Context: an optimization exercise on an open-source flow, tuned for small area. The choices shown serve that exercise and are no tape-out recipe. In this exercise RTL edits were held to simulation tests only and were not proved equivalent to the original. No activity file was given, so power comes from the tool's default toggle rates. The clock port is modelled as an ideal driver; clocking choices that lean on that would not hold on a real chip.

==> flow/design.v <==
module pe_relay_store #(
    parameter int WIDTH = 132
) (
    input  logic             clk,
    input  logic [WIDTH-1:0] i_data,
    input  logic             i_sel_h,
    input  logic             i_sel_in,
    input  logic             i_sel_t0,
    input  logic             i_sel_t1,
    input  logic             i_sel_t2,
    input  logic             i_we0,
    input  logic             i_we1,
    input  logic             i_we2,
    input  logic             i_keep0,
    input  logic             i_keep1,
    input  logic             i_keep2,
    output logic [WIDTH-1:0] o_head
);
    logic [WIDTH-1:0] r_head;
    logic [WIDTH-1:0] r_t0, r_t1, r_t2;
    always_ff @(posedge clk) begin
        r_head <= (r_head & {WIDTH{i_sel_h}})
                | (i_data & {WIDTH{i_sel_in}})
                | (r_t0   & {WIDTH{i_sel_t0}})
                | (r_t1   & {WIDTH{i_sel_t1}})
                | (r_t2   & {WIDTH{i_sel_t2}});
    end
    always_ff @(posedge clk) begin
        r_t0 <= (i_data & {WIDTH{i_we0}}) | (r_t0 & {WIDTH{i_keep0}});
        r_t1 <= (i_data & {WIDTH{i_we1}}) | (r_t1 & {WIDTH{i_keep1}});
        r_t2 <= (i_data & {WIDTH{i_we2}}) | (r_t2 & {WIDTH{i_keep2}});
    end
    assign o_head = r_head;
endmodule
module pe_relay_chan #(
    parameter int WIDTH    = 132,
    parameter int CNT_BITS = 3
) (
    input  logic                clk,
    input  logic                reset,
    input  logic                i_run,
    input  logic [WIDTH-1:0]    i_data,
    input  logic                i_valid,
    output logic                o_ready,
    output logic [WIDTH-1:0]    o_data,
    output logic                o_valid,
    input  logic                i_ready,
    output logic [CNT_BITS-1:0] o_count
);
    logic [WIDTH-1:0]    w_head;
    logic [CNT_BITS-1:0] r_count;
    logic [1:0]          r_rp;       
    logic [1:0]          r_wp;       
    logic w_empty, w_one, w_full;
    logic w_ready, w_valid, w_push, w_pop;
    logic w_head_in, w_head_tail, w_tail_wr;
    logic w_sel_h, w_sel_in, w_sel_t0, w_sel_t1, w_sel_t2;
    logic w_we0, w_we1, w_we2;
    always_comb begin
        w_empty = (r_count == 3'd0);
        w_one   = (r_count == 3'd1);
        w_full  = r_count[2];
        w_ready = i_run && !w_full;
        w_valid = i_run && !w_empty;
        w_push  = i_valid && w_ready;
        w_pop   = w_valid && i_ready;
        w_head_in   = w_push && (w_empty || (w_one && w_pop));
        w_head_tail = w_pop && !w_empty && !w_one;
        w_tail_wr   = w_push && !w_head_in;
        w_sel_in = !reset && w_head_in;
        w_sel_t0 = !reset && w_head_tail && (r_rp == 2'd0);
        w_sel_t1 = !reset && w_head_tail && (r_rp == 2'd1);
        w_sel_t2 = !reset && w_head_tail && (r_rp == 2'd2);
        w_sel_h  = !reset && !w_head_in && !w_head_tail;
        w_we0 = w_tail_wr && (r_wp == 2'd0);
        w_we1 = w_tail_wr && (r_wp == 2'd1);
        w_we2 = w_tail_wr && (r_wp == 2'd2);
    end
    pe_relay_store #(.WIDTH(WIDTH)) u_store (
        .clk(clk), .i_data(i_data),
        .i_sel_h(w_sel_h), .i_sel_in(w_sel_in),
        .i_sel_t0(w_sel_t0), .i_sel_t1(w_sel_t1), .i_sel_t2(w_sel_t2),
        .i_we0(w_we0), .i_we1(w_we1), .i_we2(w_we2),
        .i_keep0(!w_we0), .i_keep1(!w_we1), .i_keep2(!w_we2),
        .o_head(w_head)
    );
    always_ff @(posedge clk) begin
        if (reset) begin
            r_count <= 3'd0;
            r_rp    <= 2'd0;
            r_wp    <= 2'd0;
        end else begin
            if (w_tail_wr)   r_wp <= (r_wp == 2'd2) ? 2'd0 : r_wp + 2'd1;
            if (w_head_tail) r_rp <= (r_rp == 2'd2) ? 2'd0 : r_rp + 2'd1;
            case ({w_push, w_pop})
                2'b10:   r_count <= r_count + 3'd1;
                2'b01:   r_count <= r_count - 3'd1;
                default: r_count <= r_count;
            endcase
        end
    end
    always_comb begin
        o_ready = w_ready;
        o_valid = w_valid;
        o_data  = w_head;
        o_count = r_count;
    end
endmodule
module pe_relay_fifo3 #(
    parameter int EAST_WIDTH  = 132,
    parameter int NORTH_WIDTH = 164,
    parameter int SOUTH_WIDTH = 164,
    parameter int DEPTH       = 4,
    parameter int CNT_BITS    = $clog2(DEPTH) + 1
) (
    input  logic                   clk,
    input  logic                   reset,
    input  logic                   ap_start,
    input  logic [EAST_WIDTH-1:0]  in_from_east,
    input  logic                   in_east_valid,
    output logic                   in_east_ready,
    output logic [EAST_WIDTH-1:0]  out_to_east,
    output logic                   out_east_valid,
    input  logic                   out_east_ready,
    input  logic [NORTH_WIDTH-1:0] in_from_north,
    input  logic                   in_north_valid,
    output logic                   in_north_ready,
    output logic [NORTH_WIDTH-1:0] out_to_north,
    output logic                   out_north_valid,
    input  logic                   out_north_ready,
    input  logic [SOUTH_WIDTH-1:0] in_from_south,
    input  logic                   in_south_valid,
    output logic                   in_south_ready,
    output logic [SOUTH_WIDTH-1:0] out_to_south,
    output logic                   out_south_valid,
    input  logic                   out_south_ready,
    output logic [CNT_BITS-1:0]    east_count,
    output logic [CNT_BITS-1:0]    north_count,
    output logic [CNT_BITS-1:0]    south_count,
    output logic                   busy
);
    logic [CNT_BITS-1:0] w_east_count;
    logic [CNT_BITS-1:0] w_north_count;
    logic [CNT_BITS-1:0] w_south_count;
    pe_relay_chan #(.WIDTH(EAST_WIDTH), .CNT_BITS(CNT_BITS)) u_east (
        .clk(clk), .reset(reset), .i_run(ap_start),
        .i_data(in_from_east), .i_valid(in_east_valid), .o_ready(in_east_ready),
        .o_data(out_to_east), .o_valid(out_east_valid), .i_ready(out_east_ready),
        .o_count(w_east_count)
    );
    pe_relay_chan #(.WIDTH(NORTH_WIDTH), .CNT_BITS(CNT_BITS)) u_north (
        .clk(clk), .reset(reset), .i_run(ap_start),
        .i_data(in_from_north), .i_valid(in_north_valid), .o_ready(in_north_ready),
        .o_data(out_to_north), .o_valid(out_north_valid), .i_ready(out_north_ready),
        .o_count(w_north_count)
    );
    pe_relay_chan #(.WIDTH(SOUTH_WIDTH), .CNT_BITS(CNT_BITS)) u_south (
        .clk(clk), .reset(reset), .i_run(ap_start),
        .i_data(in_from_south), .i_valid(in_south_valid), .o_ready(in_south_ready),
        .o_data(out_to_south), .o_valid(out_south_valid), .i_ready(out_south_ready),
        .o_count(w_south_count)
    );
    always_comb begin
        east_count  = w_east_count;
        north_count = w_north_count;
        south_count = w_south_count;
        busy        = (w_east_count != {CNT_BITS{1'b0}}) ||
                      (w_north_count != {CNT_BITS{1'b0}}) ||
                      (w_south_count != {CNT_BITS{1'b0}});
    end
endmodule
==> flow/flow/run.sh <==
#!/bin/bash
# Standard ORFS layout (standard synthesis included) with the smallest
# buffer on every port and a clock tree of clkbuf_16 clusters without dummy loads.
set -euo pipefail
export BUFFER_PORTS_ARGS="-buffer_cell sky130_fd_sc_hd__buf_1"
export CTS_ARGS="-sink_clustering_enable -repair_clock_nets -dont_use_dummy_load -buf_list {sky130_fd_sc_hd__clkbuf_16} -sink_clustering_size 30 -sink_clustering_max_diameter 120"
bash standard.sh finish > standard_flow.log 2>&1
==> flow/standard.sh <==
#!/bin/bash
# synth_recipe.tcl (not shown) runs the flow's synth.tcl, then flattens the netlist and writes it again
# the make line also repeats each setting of config.mk as NAME=value (left out here)
make -C /OpenROAD-flow-scripts/flow DESIGN_CONFIG=/design/flow/config.mk WORK_HOME=/design/flow/orfs CLKGATE_MAP_FILE= SYNTH_SCRIPT=/design/flow/synth_recipe.tcl "${@:-finish}"
==> flow/config.mk <==
export PLATFORM = sky130hd
export DESIGN_NAME = pe_relay_fifo3
export DESIGN_NICKNAME = pe_relay_fifo3
export VERILOG_FILES = /design/flow/design.v
export SDC_FILE = /design/flow/constraint.sdc
export NUM_CORES = 4
export LEC_CHECK = 0
export CAP_MARGIN = 20
export CORE_MARGIN = 2
export CORE_UTILIZATION = 70
export GPL_TIMING_DRIVEN = 0
export SLEW_MARGIN = 20
export SYNTH_HIERARCHICAL = 1
==> flow/constraint.sdc <==
create_clock -name core_clock -period 5.0 [get_ports {clk}]
set_input_delay 1.0000 -clock core_clock [delete_from_list [all_inputs] [get_ports {clk}]]
set_output_delay 1.0000 -clock core_clock [all_outputs]
set_load 0.01 [all_outputs]
==> notes.md, run 1 <==
- Core area: around 0.09 mm2
- CP startpoint: ap_start
- CTS buffer count: 72
- Post-synthesis cell type count: 39
- Leading area contributor after synthesis: dfxtp_1
- CP Launch Type: input pin
- Die Height: just over 300 um
- Synth Register Bits: ~1900
- Wirelength per Cell: about 28 um
- Global-route wire length before repair: 311500 um
- Reg-to-reg endpoint: u_north.u_store.r_head[32]$_DFF_P_
- Top cells by area, synth: dfxtp_1 (59%), a22o_1 (19%), a222oi_1 (7.3%)
- Layout Utilization: between 70 and 80%
- Sink Count: between 1500 and 2000
- Worst slack on hold paths: about 400 ps
- Initial DRC count: between 9000 and 10000
- Initial DRT Pass Iterations: 13
- Reg-to-Reg Start: u_north.r_count[1]$_SDFFE_PP0P_
- Arrival @ worst endpoint: around 2500 ps
- CTS Hold Bufs: 0
- H-tree levels: 3
- Slew Limit Headroom: 42.04%
- Most common cell in the netlist: dfxtp_1
- Total power: between 30 and 40 mW
- DIE WIDTH: approximately 300 um
- Placed cell count: between 7000 and 8000
- Fill count: about 6000
- Fin. Hold Viols: 0
- Setup TNS: 0 ps
- Comb pwr share: between 10% and 20%
- Num ports: 945
- Slew @ Worst Pin: roughly 870 ps
- Setup Buffers After CTS: 0
- Vias/cell: a little over 7
- Final RePlAce weighted congestion: between 0.9 and 1
- Synth warn: 11
- Port Buffers: roughly 940
- Post-DRT Antenna Nets: 0
- Global route overflow: 0
- Int Pwr: between 20 and 25 mW
- Fin crit share: between 60 and 70%
- Sequential area share after synthesis: 58.94%
- CP Capture Point: out_south_valid
- Switching power: 9.146 mW
- Initial antenna violation count: 114
- Peak supply drop: between 0.0003 and 0.0004 V
- Largest net degree at the start of global routing: 31
- RSZ-0062 raised after global routing: false
- HP Class: register to register
- EDFF count, synth: 0
- Non-filler instance count after layout: between 7000 and 8000
- Type of the worst setup path: input pin to primary output
- Starting density of the core: between 70% and 80%
- Clock Tree Root: clkbuf_16
- DIE AREA: roughly 0.093 mm2
- Clock latency (worst-skew pair): just under 700 ps
- Layout cells sized above 1: ~8.4%
- Post-synth net total: 5823
- MaxCap Viol Count: 0
- Total track usage: a little over two fifths
- Flop2flop setup slack: between 2000 and 2500 ps
- Post-CTS Resized: 0
- Crit. End Element: primary output
- Leakage: around 29 nW
- Most frequent cells after synthesis: dfxtp_1 (1861), a22o_1 (1380), a222oi_1 (460), a22oi_1 (460), nand2_1 (460)
- Rows: 110
- Setup-failing EPs final: 0
- Reg clk slew, reported paths: roughly 110 ps
- Avg Cell Area, Syn: 11.84 um2
- Switching share of power: 27.67%
- Syn Inst Count: 5339
- Post-synth top area share: around three fifths
- Slew Limit Fails: 0
- Post-synth ARST share: 0%
- Final min period: 3458 ps
- Final Routed Wirelength: 211300 um
- Number of global-route vias before repair: around 50000
- Reg2Reg Depth: 9
- Nets: around 6800
- Sequential Power Share: between 60 and 70%
- Hpwl dp: 147500 um
- Skew final: between 70 and 80 ps
- FMAX: just under 300 MHz
- Critical path peak fanout: 12
- PwrDens: between 400 and 500 mW/mm2
- Clock share of power: approximately a fifth
- Residual DRC count: 0
- Mapped cell area: 0.06321 mm2
- Most common flop cell mapped by yosys: dfxtp_1
- Worst Path Required: ~4000 ps
- Clock Path Buffers: 3
- Syn-to-layout area delta: 11.18%
- Status: timing/DRC/antenna clean
- Via count: 54049
- TritonCTS clock tree: yes
[metrics by stage]
stage / setup slack, ps / cell area [um2]
2_1_floorplan: 2478 / 63210
3_3_place_gp: 1183 / 68220
3_5_place_dp: 1129 / 68220
4_1_cts: 1604 / 70020
5_1_grt: 1501 / 70210
6_report: 1542 / 70270
[power groups by stage]
| stage | clock [mW] | combinational (mW) | sequential, mW |
|---|---|---|---|
| floorplan | 0 | 3.56 | 20.3 |
| finish | 7.03 | 5.57 | 20.5 |
| global placement | 0 | 5.24 | 20.4 |
| detailed placement | 0 | 5.44 | 20.6 |
| CTS | 7.01 | 5.50 | 20.3 |
| global route | 7.50 | 5.99 | 20.7 |
[layout by cell type, fill, tap and decap left out, drive strengths merged, types with 4 or more instances in the layout]
cell type  Yosys  routed
o21ai          9       9
mux2i          6       6
a222oi       460     460
nand2        460     460
a22o        1380    1380
nand3          4       4
a22oi        460     460
nor3           7       7
buf          423    1367
ha            15      15
a21oi         12      12
dfxtp       1861    1861
nor2          16      16
nor2b          9       9
xor2           6       6
diode          0     101
inv           21      21
clkbuf       144     216
[cell type report]
type                       count  area, um2  share of cell area (%)
clock buffer                  72       1802                   2.564
inverter                      21      78.83                  0.1122
multi-input combinational   2890      22830                   32.49
timing repair buffer         944       3543                   5.042
antenna                      101      252.7                  0.3596
tap                         1176       1471                   2.094
sequential                  1861      37260                   53.01
buffer                       567       3042                   4.328
[cells by family after synthesis]
group	synth area share [%]
mux	0.1485
simple gates	3.411
flops	58.94
compound gates	32.18
fa+ha+maj	0.2969
buf+inv	4.937
xor+xnor	0.08314
[flip-flops by register name, indices dropped and copies added (netlist names), 3 cells and up]
signal                  count
u_north.u_store.r_t0      164
u_east.u_store.r_t1       132
u_south.u_store.r_t2      164
u_east.r_count              3
u_south.u_store.r_t0      164
u_east.u_store.r_t2       132
u_east.u_store.r_t0       132
u_south.r_count             3
u_north.u_store.r_t1      164
u_east.u_store.r_head     132
u_north.r_count             3
u_north.u_store.r_head    164
u_south.u_store.r_t1      164
u_north.u_store.r_t2      164
u_south.u_store.r_head    164
[layer usage]
layer | up-vias | part of all wire, % | GRT usage (%)
li1 | 23369 | - | -
met4 | 52 | 7.8 | 30.74
met3 | 688 | 12 | 13.48
met2 | 3489 | 43 | 62.31
met5 | - | 0.16 | 0
met1 | 26451 | 37 | 54.39
[critical path, cell delays in order]
cell	delay, ps
buf_1	600
a21boi_0	310
buf_1	540
[worst min-delay path by stage]
stage / from / to / slack (ps) / cells past startpoint
CTS: u_north.u_store.r_t0[45]$_DFF_P_ / u_north.u_store.r_head[45]$_DFF_P_ / 410 / 2
global route: u_north.u_store.r_t0[45]$_DFF_P_ / u_north.u_store.r_head[45]$_DFF_P_ / 430 / 2
finish: u_north.u_store.r_t0[45]$_DFF_P_ / u_north.u_store.r_head[45]$_DFF_P_ / 400 / 2
global placement: u_east.u_store.r_t2[131]$_DFF_P_ / u_east.u_store.r_head[131]$_DFF_P_ / 450 / 2
detailed placement: u_north.u_store.r_t2[163]$_DFF_P_ / u_north.u_store.r_t2[163]$_DFF_P_ / 450 / 1
floorplan: u_east.u_store.r_t1[131]$_DFF_P_ / u_east.u_store.r_t1[131]$_DFF_P_ / 440 / 1
==> inputs of run 2 (changes only) <==
--- a/flow/config.mk
+++ b/flow/config.mk
@@ -10,3 +10,2 @@
 export CORE_UTILIZATION = 70
-export GPL_TIMING_DRIVEN = 0
 export SLEW_MARGIN = 20
==> run 2 against run 1 <==
Compared with the run above:
- largest cell class unchanged
- largest power group unchanged
- via count down 4.2%
- still clean on timing, DRC and antenna
- setup slack better by 150 ps
- sequential cell count unchanged
- clock power down 0.7%
- critical path type is now register to primary output
- sequential share of layout area up 1.5 points
==> notes.md, run 2 <==
- Slew Limit Fails: 0
- Type of the worst setup path: register to primary output
- Final min period: 3309 ps
- Most common cell in the netlist: dfxtp_1
- CP Capture Point: out_south_valid
- Initial DRT Pass Iterations: 10
- Number of global-route vias before repair: ~47000
- Commonest non-fill, non-tap cell in the layout: dfxtp_1
- Slew Limit Headroom: a little under a fifth
- Post-synth ARST share: 0%
- Die Height: roughly 300 um
- Worst Path Required: approximately 4000 ps
- Clock share of power: roughly a fifth
- Int Pwr: about 24 mW
- Largest net degree at the start of global routing: between 150 and 200
- CP Launch Type: register
- Vias/cell: 7.273
- CTS buffer count: a little over 70
- Fin crit share: about two thirds
- Post-synth net total: around 5800
- TritonCTS clock tree: yes
- Starting density of the core: 70.44%
- Clock Tree Root: clkbuf_16
- Num ports: 945
- RSZ-0062 raised after global routing: false
- Post-CTS Resized: 0
- Rows: 110
- CP startpoint: u_south.r_count[0]$_SDFFE_PP0P_
- Non-filler instance count after layout: 7120
- Slowest CP cell: buf_1
- Leakage: ~28 nW
- Sink Count: 1861
- Total track usage: roughly two fifths
- Via count: between 50000 and 60000
- Most frequent cells after synthesis: dfxtp_1 (1861), a22o_1 (1380), a222oi_1 (460), a22oi_1 (460), nand2_1 (460)
- Final WS setup: between 1500 and 2000 ps
- Switching share of power: roughly 27%
- MaxCap Viol Count: 0
- Grt met1 use: between 50% and 60%
- Arrival @ worst endpoint: around 2300 ps
- DIE WIDTH: slightly above 300 um
- Clock Path Buffers: 3
- Skew final: between 70 and 80 ps
- PwrDens: between 400 and 500 mW/mm2
- Avg Cell Area, Syn: around 12 um2
- Sequential area share after synthesis: between 50% and 60%
- Global-route wire length before repair: 299500 um
- Largest family of logic cells by synthesized area: compound AO/OA/AOI/OAI gates
- Residual DRC count: 0
- Post-Synth XOR/XNOR Area: less than 1%
- Synth Area in Adders: less than 1%
- Setup-failing EPs final: 0
- Critical path peak fanout: 6
- Layout cells sized above 1: 3.211%
- Reg2Reg Depth: 8
- Switching power: roughly 9 mW
- Synth warn: 11
- Syn Inst Count: between 5000 and 6000
- Met3 Use GR: around an eighth
- Mux share of post-synthesis cell area: less than 1%
- Comb pwr share: between 10% and 20%
- FMAX: about 300 MHz
- Sequential Power Share: between 60% and 70%
- Nets: 6341
- Setup TNS: 0 ps
- Initial DRC count: approximately 9000
- Most common flop cell mapped by yosys: dfxtp_1
- Leading area contributor after synthesis: dfxtp_1
- Status: timing/DRC/antenna clean
- Reg-to-Reg Start: u_north.r_count[1]$_SDFFE_PP0P_
- Busiest grt layer: met2
- Met2 Usage GRT: between 50% and 60%
- Clock latency (worst-skew pair): between 600 and 700 ps
- Peak supply drop: about 0.00034 V
- Syn-to-layout area delta: 8.043%
- Placed cell count: approximately 7000
- Total power: around 33 mW
- Flop2flop setup slack: about 1900 ps
- CTS Hold Bufs: 0
- Mapped cell area: 0.06321 mm2
- Top cells by area, synth: dfxtp_1 (59%), a22o_1 (19%), a222oi_1 (7.3%)
- Reg clk slew, reported paths: roughly 110 ps
- Port Buffers: approximately 940
- Critical-path cell list: inv_1 -> ha_1 -> a21boi_0 -> buf_1
- Synth Register Bits: between 1500 and 2000
- Reg-to-reg endpoint: u_north.u_store.r_head[50]$_DFF_P_
- H-tree levels: 3
- EDFF count, synth: 0
- Core area: between 0.08 and 0.09 mm2
- Slew @ Worst Pin: between 1000 and 1500 ps
- Post-synthesis cell type count: 39
- HP Class: register to register
- Post-DRT Antenna Nets: 0
- Commonest non-fill, non-tap cells in the layout: dfxtp_1 (1861), a22o_1 (1380), buf_1 (943)
- Placement Setup Slack: 1588 ps
- Final RePlAce weighted congestion: 0.8806
- Global route overflow: 0
- Fin. Hold Viols: 0
- Setup Buffers After CTS: 0
- Initial antenna violation count: between 90 and 100
- Post-synth top area share: about three fifths
- Wirelength per Cell: ~28 um
- Final Routed Wirelength: roughly 200000 um
- Simple-gate area share of the yosys netlist: about 3.4%
- Compound-gate portion of the synthesized area: between 30 and 40%
- Worst stage delay on the critical path: ~540 ps
- DIE AREA: between 0.09 and 0.1 mm2
- Hpwl dp: between 100000 and 150000 um
- Crit. End Element: primary output
run 2: cell families after synthesis:
family	after synthesis
flip-flops	1861
AO/OA/AOI/OAI	2333
multiplexers	9
buffers and inverters	588
XOR/XNOR	6
adder cells (fa/ha/maj)	15
AND/OR/NAND/NOR	527
run 2: metrics by stage:
| stage | util [%] | hold slack [ps] | cell area [um2] |
|---|---|---|---|
| 5_1_grt | 76.03 | 423.5 | 68230 |
| 3_5_place_dp | 73.84 | 453.1 | 66260 |
| 2_1_floorplan | - | 438.8 | 63210 |
| 3_3_place_gp | 73.84 | 449.7 | 66260 |
| 4_1_cts | 75.85 | 414.7 | 68070 |
| 6_report | 76.10 | 409.1 | 68290 |
run 2: layer usage:
metal / vias up / wire length [um]
met5: - / 287
met4: 44 / 12850
met3: 536 / 24260
met2: 3207 / 88920
met1: 25643 / 75470
li1: 22352 / -
run 2: power groups by stage:
stage                     registers, mW  logic (mW)  clock network (mW)
after floorplan                    20.3        3.56                   0
after global placement             20.5        5.11                   0
after detailed placement           20.5        5.37                   0
after CTS                          20.3        5.39                6.99
after global routing               20.8        5.87                7.49
final                              20.5        5.45                6.98
run 2: how the worst min path moves through the flow:
stage | start | endpoint | slack (ps) | cells after the start
after CTS | u_north.u_store.r_t0[46]$_DFF_P_ | u_north.u_store.r_head[46]$_DFF_P_ | 410 | 2
after global routing | u_north.u_store.r_t0[46]$_DFF_P_ | u_north.u_store.r_head[46]$_DFF_P_ | 420 | 2
after global placement | u_east.u_store.r_t2[24]$_DFF_P_ | u_east.u_store.r_head[24]$_DFF_P_ | 450 | 2
final | u_north.u_store.r_t0[46]$_DFF_P_ | u_north.u_store.r_head[46]$_DFF_P_ | 410 | 2
after detailed placement | u_north.u_store.r_t1[71]$_DFF_P_ | u_north.u_store.r_t1[71]$_DFF_P_ | 450 | 1
after floorplan | u_east.u_store.r_t1[131]$_DFF_P_ | u_east.u_store.r_t1[131]$_DFF_P_ | 440 | 1
run 2: cell type report:
type	instances	area (um2)
antenna	89	222.7
clock buffer	72	1802
fill	6316	21450
inverter	21	116.4
multi-input combinational	2890	22960
sequential	1861	37260
tap	1176	1471
timing repair buffer	1011	4461
run 2: worst max-delay path: cells and delay by family, from the launching register on:
kind,cells,cell delay [ps]
adder cells (fa/ha/maj),1,250
flip-flops,1,480
buffers and inverters,2,640
AO/OA/AOI/OAI,1,250

## static timing again, ports no longer ideal
No port has a modelled driver above. Below, the same layouts with a new extraction and two added sets of constraints. Step 1, drivers: a clkbuf_16 drives clk and a buf_2 each remaining input, both assumed. Step 2 times the ports against the registers' clock, not the clock port: input delays grow and output delays shrink by t, the midpoint of the rising clock arrivals with the driver on. a / b / c = ideal / step 1 / step 2; a / b = the first two.
run | t, ns | slack for setup (ns) | clock arrival spread, ns | worst register clock-pin slew, ns | cell pins on the clock port's net
run 1 | 0.730 | 1.542 / 1.512 / 1.063 | 0.076 / 0.075 | 0.12 / 0.12 | 1
run 2 | 0.731 | 1.691 / 1.616 / 1.430 | 0.074 / 0.074 | 0.11 / 0.11 | 1
After both steps setup and hold are still met in every run listed. The setup slack of run 1, which loses most, moves by -0.030 ns with the drivers and by -0.479 ns with both steps.
